Background: an optimization exercise with open tools, aiming at a short achievable clock period and few clock cycles per item. Do not read the settings as production practice.
Where RTL was checked, it was by simulation tests only, not by an equivalence proof against the original.

==> inputs of job 7145 <==
Design simple_cpu, start of the top module:
module simple_cpu #(
	parameter int ADDRESS_WIDTH = 6
) (
	input wire logic clock,
	input wire logic reset,
	input wire logic prog_write,
	input wire logic [ADDRESS_WIDTH-1:0] prog_address,
	input wire logic [15:0] prog_data,
	input wire logic [15:0] in,
	output logic [15:0] out,
	output logic out_valid,
	output logic halted
);
clock: 8.0 ns
lec_check: 0
cap_margin: 20
core_margin: 2
core_utilization: 30
place_density: 0.45
setup_slack_margin: 5
slew_margin: 20
run.sh (not shown) runs the stock make flow with config.mk's settings and CLKGATE_MAP_FILE= SYNTH_SCRIPT=/design/flow/synth_recipe.tcl, a recipe that flattens the netlist after the stock synthesis.
==> job 3653: changes against job 7145 <==
--- a/flow/design.v
+++ b/flow/design.v
@@ -94,46 +94,44 @@
 				rfold[i] <= |w_kind;
 			end
 		end
 	end
 	logic a_valid;                     
 	logic [15:0] ins_a, ins_b, ins_l;
 	logic [4:0] bk_a, bk_b, bk_l;      
 	logic bw_a, bw_b, bw_l;            
-	logic [15:0] tg_a, tg_b, tg_l;     
-	logic [15:0] sq_a, sq_b, sq_l;     
+	logic [5:0] tg_a, tg_b, tg_l;      
+	logic [5:0] sq_a, sq_b, sq_l;      
 	logic [15:0] ins_la, ins_lb;
 	logic [4:0] bk_la, bk_lb;
 	logic bw_la, bw_lb;
-	logic [15:0] tg_la, tg_lb, sq_la, sq_lb;
+	logic [5:0] tg_la, tg_lb, sq_la, sq_lb;
 	logic e_ld, e_st, e_jmp, e_be, e_blt, e_ble, e_bne, e_spec, e_hlt;
 	logic e_add, e_sub, e_lan, e_lor, e_lxor, e_mov, e_sll, e_srl, e_inp, e_li, e_mem;
 	logic e_outp, e_flags, e_wr, e_bw;
 	logic [2:0] e_dest;
 	logic [15:0] e_x, e_y, e_imm;
-	logic [15:0] e_b;                  
 	logic [3:0] e_sh;
 	logic squash;                      
-	logic squash_d, squash_f;          
 	logic f_z, f_lt;
 	logic m_wr, m_ld, m_st;
 	logic [2:0] m_dest;
 	logic [15:0] m_res, m_sdata;
 	logic [63:0] m_aoh;                
 	logic [15:0] rf [8];
 	logic [7:0] rf_valid;
 	logic [15:0] in_q;
 	logic [15:0] x, y, bb, res, shl, shr;
 	logic [16:0] s17;
 	logic z_now, lt_now, taken_reg, taken_now, spec, miss;
 	logic k_wr, k_ld, k_st, k_flags, k_outp;    
 	assign x = e_x;
 	assign y = e_y;
-	assign bb = e_b;
+	assign bb = e_sub ? ~y : (e_mem ? e_imm : y);
 	assign shl = x << e_sh;
 	assign shr = x >> e_sh;
 	always_comb begin
 		logic [16:0] xa, ya, g, p, gg, pp;
 		logic [17:0] c;
 		xa = {x[15], x};
 		ya = {bb[15], bb};
 		g = xa & ya;
@@ -180,24 +178,24 @@
 		ld_data = 16'd0;
 		for (int i = 0; i < 64; i++)
 			ld_data = ld_data | ({16{m_aoh[i]}} & dmem[i]);
 	end
 	assign wb_data = m_ld ? ld_data : m_res;
 	logic [15:0] ins_c [2];
 	logic [4:0] bk_c [2];
 	logic bw_c [2];
-	logic [15:0] tg_c [2], sq_c [2];
+	logic [5:0] tg_c [2], sq_c [2];
 	logic v_c [2];
-	assign ins_c[0] = squash_d ? ins_l : ins_a;
-	assign bk_c[0] = squash_d ? bk_l : bk_a;
-	assign bw_c[0] = squash_d ? bw_l : bw_a;
-	assign tg_c[0] = squash_d ? tg_l : tg_a;
-	assign sq_c[0] = squash_d ? sq_l : sq_a;
-	assign v_c[0] = squash_d || a_valid;
+	assign ins_c[0] = squash ? ins_l : ins_a;
+	assign bk_c[0] = squash ? bk_l : bk_a;
+	assign bw_c[0] = squash ? bw_l : bw_a;
+	assign tg_c[0] = squash ? tg_l : tg_a;
+	assign sq_c[0] = squash ? sq_l : sq_a;
+	assign v_c[0] = squash || a_valid;
 	assign ins_c[1] = ins_b;
 	assign bk_c[1] = bk_b;
 	assign bw_c[1] = bw_b;
 	assign tg_c[1] = tg_b;
 	assign sq_c[1] = sq_b;
 	assign v_c[1] = 1'b1;
 	logic [15:0] rf_r [8];
 	always_comb begin
@@ -244,133 +242,127 @@
 			c_y[c] = rf_r[ir[13:11]];
 			c_fx[c] = k_wr && ir[10:8] == e_dest;
 			c_fy[c] = k_wr && ir[13:11] == e_dest;
 			c_mx[c] = m_wr && ir[10:8] == m_dest;
 			c_my[c] = m_wr && ir[13:11] == m_dest;
 		end
 	end
 	logic s;    
-	logic replay, bubble, hlt_now;
+	logic stall, bubble, hlt_now;
 	assign s = !squash && (e_spec ? e_bw : taken_reg);
-	assign replay = c_dep[s];
-	assign bubble = halted || !v_c[s] || (e_hlt && !squash);
+	assign stall = c_dep[s];
+	assign bubble = halted || stall || !v_c[s] || (e_hlt && !squash);
 	assign hlt_now = !bubble && c_hlt[s] && !spec;
-	function automatic logic [15:0] pdec(input logic [5:0] a);
-		pdec = {8'd1 << a[5:3], 8'd1 << a[2:0]};
-	endfunction
-	function automatic logic [15:0] pinc1(input logic [15:0] a);
-		pinc1 = {a[7] ? {a[14:8], a[15]} : a[15:8], {a[6:0], a[7]}};
-	endfunction
-	function automatic logic [15:0] pinc2(input logic [15:0] a);
-		pinc2 = {(a[7] | a[6]) ? {a[14:8], a[15]} : a[15:8], {a[5:0], a[7:6]}};
-	endfunction
-	logic [15:0] ad [4];
+	logic [5:0] ad [4];
 	logic [15:0] r_ins [4];
 	logic [4:0] r_bk [4];
 	logic r_bw [4];
-	logic [15:0] r_tg [4], r_sq [4];
+	logic [5:0] r_tg [4], r_sq [4];
 	assign ad[0] = sq_a;
 	assign ad[1] = tg_a;
 	assign ad[2] = sq_b;
 	assign ad[3] = tg_b;
 	always_comb begin
 		for (int k = 0; k < 4; k++) begin
-			logic [15:0] ins;
-			logic [4:0] bk;
-			logic bw, fold;
-			logic [5:0] tg;
-			ins = 16'd0;
-			bk = 5'd0;
-			bw = 1'b0;
-			fold = 1'b0;
-			tg = 6'd0;
-			for (int i = 0; i < 64; i++)
-				if (ad[k][8 + i / 8] && ad[k][i % 8]) begin
-					ins = ins | imem[i];
-					bk = bk | rbk[i];
-					bw = bw | rbw[i];
-					fold = fold | rfold[i];
-					tg = tg | rtg[i];
-				end
-			r_ins[k] = ins;
-			r_bk[k] = bk;
-			r_bw[k] = bw;
-			r_tg[k] = pdec(tg);
-			r_sq[k] = fold ? pinc2(ad[k]) : pinc1(ad[k]);
+			r_ins[k] = imem[ad[k]];
+			r_bk[k] = rbk[ad[k]];
+			r_bw[k] = rbw[ad[k]];
+			r_tg[k] = rtg[ad[k]];
+			r_sq[k] = rfold[ad[k]] ? ad[k] + 6'd2 : ad[k] + 6'd1;
 		end
 	end
 	always_ff @(posedge clock) begin
 		in_q <= in;
 	end
-	localparam int CW = 54;
-	logic [CW-1:0] q_a, q_b, q_l, q_la, q_lb;
-	logic [CW-1:0] r_c [4];
-	assign q_a = {ins_a, bk_a, bw_a, tg_a, sq_a};
-	assign q_b = {ins_b, bk_b, bw_b, tg_b, sq_b};
-	assign q_l = {ins_l, bk_l, bw_l, tg_l, sq_l};
-	assign q_la = {ins_la, bk_la, bw_la, tg_la, sq_la};
-	assign q_lb = {ins_lb, bk_lb, bw_lb, tg_lb, sq_lb};
-	always_comb
-		for (int k = 0; k < 4; k++)
-			r_c[k] = {r_ins[k], r_bk[k], r_bw[k], r_tg[k], r_sq[k]};
-	logic go0, go1;    
-	logic s_f;    
-	logic kb;     
-	assign s_f = !squash_f && (e_spec ? e_bw : taken_reg);
-	assign go0 = !squash_f && !s_f;
-	assign go1 = !squash_f && s_f;
-	assign kb = s_f == replay;
-	logic [CW-1:0] n_a, n_b, n_l, n_la, n_lb;
-	assign n_a = ({CW{squash_f}} & q_la) | ({CW{go0}} & r_c[0]) | ({CW{go1}} & r_c[2]);
-	assign n_b = ({CW{squash_f}} & q_lb) | ({CW{go0}} & r_c[1]) | ({CW{go1}} & r_c[3]);
-	assign n_l = replay ? {ins_c[s], bk_c[s], bw_c[s], tg_c[s], sq_c[s]} :
-		{ins_c[!s], bk_c[!s], bw_c[!s], tg_c[!s], sq_c[!s]};
-	assign n_la = kb ? r_c[2] : r_c[0];
-	assign n_lb = kb ? r_c[3] : r_c[1];
+	logic [15:0] n_ins_a, n_ins_b;
+	logic [4:0] n_bk_a, n_bk_b;
+	logic n_bw_a, n_bw_b;
+	logic [5:0] n_tg_a, n_tg_b, n_sq_a, n_sq_b;
+	always_comb begin
+		if (squash) begin
+			n_ins_a = ins_la; n_bk_a = bk_la; n_bw_a = bw_la; n_tg_a = tg_la; n_sq_a = sq_la;
+			n_ins_b = ins_lb; n_bk_b = bk_lb; n_bw_b = bw_lb; n_tg_b = tg_lb; n_sq_b = sq_lb;
+		end else begin
+			n_ins_a = s ? r_ins[2] : r_ins[0];
+			n_bk_a = s ? r_bk[2] : r_bk[0];
+			n_bw_a = s ? r_bw[2] : r_bw[0];
+			n_tg_a = s ? r_tg[2] : r_tg[0];
+			n_sq_a = s ? r_sq[2] : r_sq[0];
+			n_ins_b = s ? r_ins[3] : r_ins[1];
+			n_bk_b = s ? r_bk[3] : r_bk[1];
+			n_bw_b = s ? r_bw[3] : r_bw[1];
+			n_tg_b = s ? r_tg[3] : r_tg[1];
+			n_sq_b = s ? r_sq[3] : r_sq[1];
+		end
+	end
 	always_ff @(posedge clock or negedge reset) begin
 		if (!reset) begin
 			a_valid <= 1'b0;
-			sq_a <= 16'h0101;   
-		end else begin
-			a_valid <= a_valid || !halted;
-			sq_a <= n_a[15:0];
+			sq_a <= 6'd0;
+		end else if (!halted) begin
+			a_valid <= 1'b1;
+			sq_a <= stall ? sq_c[s] : n_sq_a;
 		end
 	end
 	always_ff @(posedge clock) begin
-		{ins_a, bk_a, bw_a, tg_a} <= n_a[CW-1:16];
-		{ins_b, bk_b, bw_b, tg_b, sq_b} <= n_b;
-		{ins_l, bk_l, bw_l, tg_l, sq_l} <= n_l;
-		{ins_la, bk_la, bw_la, tg_la, sq_la} <= n_la;
-		{ins_lb, bk_lb, bw_lb, tg_lb, sq_lb} <= n_lb;
+		if (!halted) begin
+			if (stall) begin
+				ins_a <= ins_c[s];
+				bk_a <= bk_c[s];
+				bw_a <= bw_c[s];
+				tg_a <= tg_c[s];
+			end else begin
+				ins_a <= n_ins_a;
+				bk_a <= n_bk_a;
+				bw_a <= n_bw_a;
+				tg_a <= n_tg_a;
+				ins_b <= n_ins_b;
+				bk_b <= n_bk_b;
+				bw_b <= n_bw_b;
+				tg_b <= n_tg_b;
+				sq_b <= n_sq_b;
+				ins_l <= ins_c[!s];
+				bk_l <= bk_c[!s];
+				bw_l <= bw_c[!s];
+				tg_l <= tg_c[!s];
+				sq_l <= sq_c[!s];
+				ins_la <= s ? r_ins[0] : r_ins[2];
+				bk_la <= s ? r_bk[0] : r_bk[2];
+				bw_la <= s ? r_bw[0] : r_bw[2];
+				tg_la <= s ? r_tg[0] : r_tg[2];
+				sq_la <= s ? r_sq[0] : r_sq[2];
+				ins_lb <= s ? r_ins[1] : r_ins[3];
+				bk_lb <= s ? r_bk[1] : r_bk[3];
+				bw_lb <= s ? r_bw[1] : r_bw[3];
+				tg_lb <= s ? r_tg[1] : r_tg[3];
+				sq_lb <= s ? r_sq[1] : r_sq[3];
+			end
+		end
 	end
 	always_ff @(posedge clock or negedge reset) begin
 		if (!reset) begin
 			{e_ld, e_st, e_jmp, e_be, e_blt, e_ble, e_bne, e_spec, e_hlt} <= '0;
 			{e_outp, e_flags, e_wr} <= '0;
 			squash <= 1'b0;
-			squash_d <= 1'b0;
-			squash_f <= 1'b0;
 			halted <= 1'b0;
 		end else begin
 			e_ld <= !bubble && c_ld[s];
 			e_st <= !bubble && c_st[s];
 			e_jmp <= !bubble && bk_c[s][4];
 			e_be <= !bubble && bk_c[s][3];
 			e_blt <= !bubble && bk_c[s][2];
 			e_ble <= !bubble && bk_c[s][1];
 			e_bne <= !bubble && bk_c[s][0];
 			e_spec <= !bubble && c_flags[s] && c_bc[s];
 			e_hlt <= !bubble && c_hlt[s] && spec;
 			e_outp <= !bubble && c_outp[s];
 			e_flags <= !bubble && c_flags[s];
 			e_wr <= !bubble && c_wr[s];
-			squash <= miss || replay;
-			squash_d <= (e_spec && !squash_d && (taken_now != e_bw)) || replay;
-			squash_f <= (e_spec && !squash_f && (taken_now != e_bw)) || replay;
+			squash <= miss;
 			if (hlt_now || (e_hlt && !squash))
 				halted <= 1'b1;
 		end
 	end
 	always_ff @(posedge clock) begin
 		e_add <= c_add[s];
 		e_sub <= c_sub[s];
 		e_lan <= c_lan[s];
@@ -381,18 +373,16 @@
 		e_srl <= c_srl[s];
 		e_inp <= c_inp[s];
 		e_li <= c_li[s];
 		e_mem <= c_ld[s] || c_st[s];
 		e_bw <= bw_c[s];
 		e_dest <= c_dest[s];
 		e_x <= c_fx[s] ? res : c_mx[s] ? wb_data : c_x[s];
 		e_y <= c_fy[s] ? res : c_my[s] ? wb_data : c_y[s];
-		e_b <= (c_ld[s] || c_st[s]) ? {{8{ins_c[s][7]}}, ins_c[s][7:0]} :
-			{16{c_sub[s]}} ^ (c_fy[s] ? res : c_my[s] ? wb_data : c_y[s]);
 		e_imm <= {{8{ins_c[s][7]}}, ins_c[s][7:0]};
 		e_sh <= ins_c[s][3:0];
 	end
 	always_ff @(posedge clock or negedge reset) begin
 		if (!reset) begin
 			m_wr <= 1'b0;
 			m_ld <= 1'b0;
 			m_st <= 1'b0;
- ABC_CLOCK_PERIOD_IN_PS: default -> 2500
- CORE_UTILIZATION: 30 -> 40
- PLACE_DENSITY: 0.45 -> default
==> impl_metrics.env <==
export IMPL_outcome="stopped before the end"
export IMPL_lastStage="global routing"
export IMPL_error="[ERROR GRT-0116] Global routing finished with congestion. Check the congestion regions in the DRC Viewer."
export IMPL_synth_common_cells="edfxtp_1, a22oi_1, nand2_1"
export IMPL_initial_core_util=0.402
export IMPL_synth_area_leaders="edfxtp_1, a22oi_1, nand2_1"
export IMPL_yosys_area_share_adder=0.00513
export IMPL_detailed_place_area_sq_mm=0.218
export IMPL_rows=257
[end of results for job 3653]
==> impl_metrics.env <==
export IMPL_outcome="stopped before the end"
export IMPL_lastStage="global routing"
export IMPL_error="[ERROR GRT-0116] Global routing finished with congestion. Check the congestion regions in the DRC Viewer."
export IMPL_cts_buffers=477
export IMPL_yosys_area_share_adder=0.00386
export IMPL_initial_core_util=0.301
export IMPL_synth_common_cells="edfxtp_1, a22o_1, a221oi_1"
export IMPL_detailed_place_area_sq_mm=0.217
export IMPL_synth_area_leaders="edfxtp_1, a22o_1, a221oi_1"
[end of results for job 7145]
Testbench counts of job 7145, summed over its fixed seeds: cycles 274,967, programs 2,400.
Only the layout flow was run in job 3653; the RTL was not checked for function there.
